Background: an optimization exercise with open tools, aiming at small area, a short achievable clock period and few clock cycles per item. Do not read the settings as production practice. Where RTL was checked, it was by simulation tests only, not by an equivalence proof against the original. Power figures rest on the tool's default switching activity, not on a simulated workload.

Setup of job 8558:
==> flow/design.v (excerpt) <==
module mac_pipe (
  input  logic               clk,
  input  logic               rst,
  input  logic               in_valid,
  output logic               in_ready,
  input  logic               in_first,
  input  logic               in_last,
  input  logic [71:0]        kernel_in,
  input  logic [71:0]        map_in,
  input  logic signed [31:0] bias,
  input  logic [4:0]         shift,
  output logic               out_valid,
  input  logic               out_ready,
  output logic signed [7:0]  mac_out
);
Size in the first run: ~2,700 cells after synthesis, ~200 I/O pins.
Settings: LEC_CHECK=0, ABC_AREA=1, CAP_MARGIN=20, CORE_MARGIN=2, CORE_UTILIZATION=60, SETUP_SLACK_MARGIN=4.0, SLEW_MARGIN=20; clock period 7.5 ns.
standard.sh (not shown) runs the stock make flow with config.mk's settings and CLKGATE_MAP_FILE= SYNTH_SCRIPT=/design/flow/synth_recipe.tcl, a recipe that flattens the netlist after the stock synthesis.
==> flow/flow/run.sh <==
#!/bin/bash
# Layout flow: the standard flow with two changes.
#  1. After the standard synthesis, flow/polarity.py re-chooses which full
#     adders work on complemented signals, so fewer inverters sit between
#     adders (registers and all other cells are left as synthesis made them).
#  2. Ports are buffered with sky130_fd_sc_hd__buf_1 instead of the default
#     pick; timing repair still resizes them as needed.
# Each tool's output goes to a log file of its own in this folder.
set -euo pipefail
R=orfs/results/${FLOW_PLATFORM:-sky130hd}/mac_pipe/base
bash standard.sh "$(pwd)/$R/1_2_yosys.v" > synth.log 2>&1
cp "$R/1_2_yosys.v" 1_2_yosys.standard.v
python3 flow/polarity.py 1_2_yosys.standard.v "$R/1_2_yosys.v" > polarity.log 2>&1
BUFFER_PORTS_ARGS="-buffer_cell sky130_fd_sc_hd__buf_1" bash standard.sh finish > layout.log 2>&1
Other scripts of this flow, unchanged in this note and not shown: flow/flow/polarity.py
Testbench counts of job 8558, summed over its fixed seeds: cycles 7,044, items 7,012.
What job 9701 does differently from job 8558 at the input level:
# job 8558
export LEC_CHECK = 0
export ABC_AREA = 1
export CAP_MARGIN = 20
export CORE_MARGIN = 2
export CORE_UTILIZATION = 60
export SETUP_SLACK_MARGIN = 4.0
export SLEW_MARGIN = 20
create_clock -name core_clock -period 7.5 [get_ports {clk}]
# job 9701
export LEC_CHECK = 0
export CAP_MARGIN = 20
export CORE_MARGIN = 2
export CORE_UTILIZATION = 60
export SETUP_SLACK_MARGIN = 4.0
export SLEW_MARGIN = 20
create_clock -name core_clock -period 7.5 [get_ports {clk}]
[summary]
- In the metrics for job 9701 and job 8558, the one carrying the lower total net switching power is job 8558.
- Job 9701 against job 8558; area of all placed cells without fillers is up slightly.
- Where minimum period implied by the final worst setup slack is concerned, job 8558 is better than job 9701.
- Job 9701: wire length of the first global-routing pass 3.8 mm below job 8558
- In the flow results for job 9701 and job 8558, the total power is larger on job 9701.
- For job 9701, the beginning of the critical path was kernel_in[34], unlike job 8558, where it was kernel_in[55].
- On clock latency on the worst-skew pair, the higher figure sits with job 8558, not job 9701.
- Job 9701 vs job 8558, uppermost signal routing layer after detailed routing: met4 vs met5
- Job 9701 vs job 8558, instance count: job 9701 lower
- Side by side, share of the core filled with cells turned out higher in job 9701 than in job 8558.
- Lower global-route met3 utilization was reported by job 8558, not job 9701.
Input-level comparison between job 2725 and job 9701:
# job 9701
export LEC_CHECK = 0
export CAP_MARGIN = 20
export CORE_MARGIN = 2
export CORE_UTILIZATION = 60
export SETUP_SLACK_MARGIN = 4.0
export SLEW_MARGIN = 20
create_clock -name core_clock -period 7.5 [get_ports {clk}]
# job 2725
export LEC_CHECK = 0
export ABC_AREA = 1
export CAP_MARGIN = 20
export CORE_MARGIN = 2
export CORE_UTILIZATION = 40
export SETUP_SLACK_MARGIN = 4.3
export SLEW_MARGIN = 20
create_clock -name core_clock -period 7.5 [get_ports {clk}]
--- outcome ---
Job 2725 against job 9701: total vias in the final route grew by 1,203, inverter count of the layout excluding clock inverters up 40%, post-synth net total saw an increase.
Compared job 9701 against job 2725; sequential cell count of the final layout within noise.
Relative contribution of combinational cells to total power sits higher in job 2725 than in job 9701.
Summary of job 2725 over job 9701: number of placement rows now larger, global-route usage moved down, height of the die has increased, setup slack of the critical path after layout went up, final instance area saw an increase.


mac_pipe again, from the RTL that the note above started with.
Settings: LEC_CHECK=0, ABC_AREA=1, CAP_MARGIN=20, CORE_MARGIN=2, CORE_UTILIZATION=40, SETUP_SLACK_MARGIN=4.0, SLEW_MARGIN=20; clock period 7.5 ns.
Scripts as last shown in full above: flow/flow/run.sh
Other scripts of this flow, unchanged in this note and not shown: flow/flow/polarity.py
Testbench counts at the start, summed over its fixed seeds: cycles 7,044, items 7,012.
==> next run, changes <==
--- a/flow/config.mk
+++ b/flow/config.mk
@@ -10,4 +10,4 @@
 export CORE_MARGIN = 2
-export CORE_UTILIZATION = 40
-export SETUP_SLACK_MARGIN = 4.0
+export CORE_UTILIZATION = 60
+export SETUP_SLACK_MARGIN = 3.7
 export SLEW_MARGIN = 20
The new run finished with timing, DRC and antenna clean.
Routed wire length fell by about 7%.
Cell area went down by about 6%.
Power fell by 3.3%.
Area after synthesis is unchanged.
Via count grows by about 1.4%.
Count of clock-buffer cells in the layout falls by 4.
Fmax fell by about 9%.
Final cell count falls by about 9%.
Global-route usage grows by 10 points.
==> next run, changes <==
--- a/flow/config.mk
+++ b/flow/config.mk
@@ -10,4 +10,5 @@
 export CORE_MARGIN = 2
-export CORE_UTILIZATION = 60
-export SETUP_SLACK_MARGIN = 3.7
+export CORE_UTILIZATION = 70
+export PLACE_DENSITY = 0.78
+export SETUP_SLACK_MARGIN = 4.0
 export SLEW_MARGIN = 20
Effect: Cell area is higher by 3.1%; via count is higher by 7.1%; clock power is lower by about 7%; worst setup slack is better by 0.29 ns; routed wire length is higher by 12%; flip-flop and latch count is unchanged; hold slack barely changes; fmax is higher by 8.2%; die area is lower by about 14%; clock-buffer cell count is lower by 2.


== run 1 ==
mac_pipe, a different RTL version from the one above (not shown whole).
Size in the first run: roughly 3,100 cells after synthesis, roughly 590 flip-flops, about 200 I/O pins.
clock: 7.5 ns
lec_check: 0
abc_clock_period_in_ps: 3000
cap_margin: 20
core_margin: 2
core_utilization: 40
slew_margin: 20
run.sh (not shown) runs the stock make flow with config.mk's settings and CLKGATE_MAP_FILE= SYNTH_SCRIPT=/design/flow/synth_recipe.tcl, a recipe that flattens the netlist after the stock synthesis.
Stock flow here: none of the scripts above is used.
Run 1 finished every step from synthesis to the final layout, and the layout passed the timing, design-rule and antenna checks.
Edits applied to the flow inputs when going from run 1 to run 2:
# run 1
export LEC_CHECK = 0
export ABC_CLOCK_PERIOD_IN_PS = 3000
export CAP_MARGIN = 20
export CORE_MARGIN = 2
export CORE_UTILIZATION = 40
export SLEW_MARGIN = 20
create_clock -name core_clock -period 7.5 [get_ports {clk}]
# run 2
export LEC_CHECK = 0
export CAP_MARGIN = 20
export CORE_MARGIN = 2
export CORE_UTILIZATION = 40
export SETUP_SLACK_MARGIN = 4.5
export SLEW_MARGIN = 20
create_clock -name core_clock -period 7.5 [get_ports {clk}]
- Across both runs, worst hold slack was lower for run 2 than for run 1.
- From run 1 to run 2 the numbers moved as follows: relative max-transition margin rose 7.8 points, met1 wire length went up 2.0 mm, core utilization increased 3.4 points, overall power of the completed layout increased about 11%, detailed-routed wire length on met3 down 7.0%.
- Last element of the critical path = acc[29]: run 1; last element of the critical path = acc[26]: run 2
- Looking at part of the power in registers, run 2 sits 2.5 points lower than run 1 does.
Input-level comparison between run 3 and run 2:
# run 2
export LEC_CHECK = 0
export CAP_MARGIN = 20
export CORE_MARGIN = 2
export CORE_UTILIZATION = 40
export SETUP_SLACK_MARGIN = 4.5
export SLEW_MARGIN = 20
create_clock -name core_clock -period 7.5 [get_ports {clk}]
# run 3
export LEC_CHECK = 0
export ABC_AREA = 1
export CAP_MARGIN = 20
export CORE_MARGIN = 2
export CORE_UTILIZATION = 40
export SETUP_SLACK_MARGIN = 4.0
export SLEW_MARGIN = 20
create_clock -name core_clock -period 7.5 [get_ports {clk}]
--- outcome ---
Run 3 was carried through to the last stage, and its layout satisfied the timing, design-rule and antenna checks.
Run 3 ended up with more standard cells than run 2.
Cmp run 2 and run 3 / final worst setup slack / higher: run 2
Changes observed in run 3 relative to run 2: final non-filler cell area went down by 1800 um^2; number of standard-cell rows in the floorplan went up by 2.
End of the critical path = acc[26]: run 2; end of the critical path = mac_out[0]: run 3
From run 2 to run 3, number of nets still failing antenna checks after routing did not move at all.
In the reports for run 2 and run 3, the smaller clock share of power belongs to run 2.
Of the two values seen for beginning of the critical path, w_first was produced by run 2 and q_rd[0] by run 3.
Run 2 → run 3: total combinational power went down by about 10%; area occupied by multi-input gates decreased about 9%.
No functional check of the RTL was part of any run of this note.

-- afterwards: timing with drivers on the ports --
How much do the figures lean on ideal ports? The routed layouts below were timed once more, with nothing changed but the port constraints. Step 1: set_driving_cell puts a clkbuf_16 on clk and a buf_2 on each other input, an assumption about the parent block. Step 2 adds t to the input delays and takes it off the output delays; t is the mean of the earliest and latest rising clock arrival at the registers after step 1. Input paths then give back, and output paths get back, about the clock's delay inside the block. a / b / c = ideal / step 1 / step 2; a / b = the first two.
| run | shift t [ns] | setup WS [ns] | worst hold slack (ns) | worst setup path after step 2 |
|---|---|---|---|---|
| job 8558 | 0.635 | 3.993 / 3.979 / 3.344 | 0.327 / 0.327 / 0.327 | input to register |
| job 9701 | 0.621 | 3.983 / 4.010 / 3.390 | 0.320 / 0.320 / 0.320 | input to register |
| job 2725 | 0.609 | 4.008 / 3.987 / 3.378 | 0.319 / 0.319 / 0.319 | input to register |
| the first run of note 2 | 0.611 | 4.012 / 3.985 / 3.374 | 0.322 / 0.322 / 0.322 | input to register |
| the second run of note 2 | 0.608 | 3.685 / 3.654 / 3.046 | 0.329 / 0.329 / 0.329 | input to register |
| the third run of note 2 | 0.642 | 3.973 / 3.973 / 3.331 | 0.329 / 0.329 / 0.329 | input to register |
| run 1 | 0.683 | 3.251 / 3.251 / 3.251 | 0.323 / 0.323 / 0.323 | register to register |
| run 2 | 0.682 | 4.124 / 4.124 / 4.006 | 0.317 / 0.317 / 0.317 | input to register |
| run 3 | 0.699 | 4.100 / 4.029 / 3.620 | 0.324 / 0.324 / 0.324 | input to register |
After both steps setup and hold are still met in every run listed. For job 8558, which loses most, drivers alone change the setup slack by -0.014 ns; drivers and shift together by -0.649 ns.
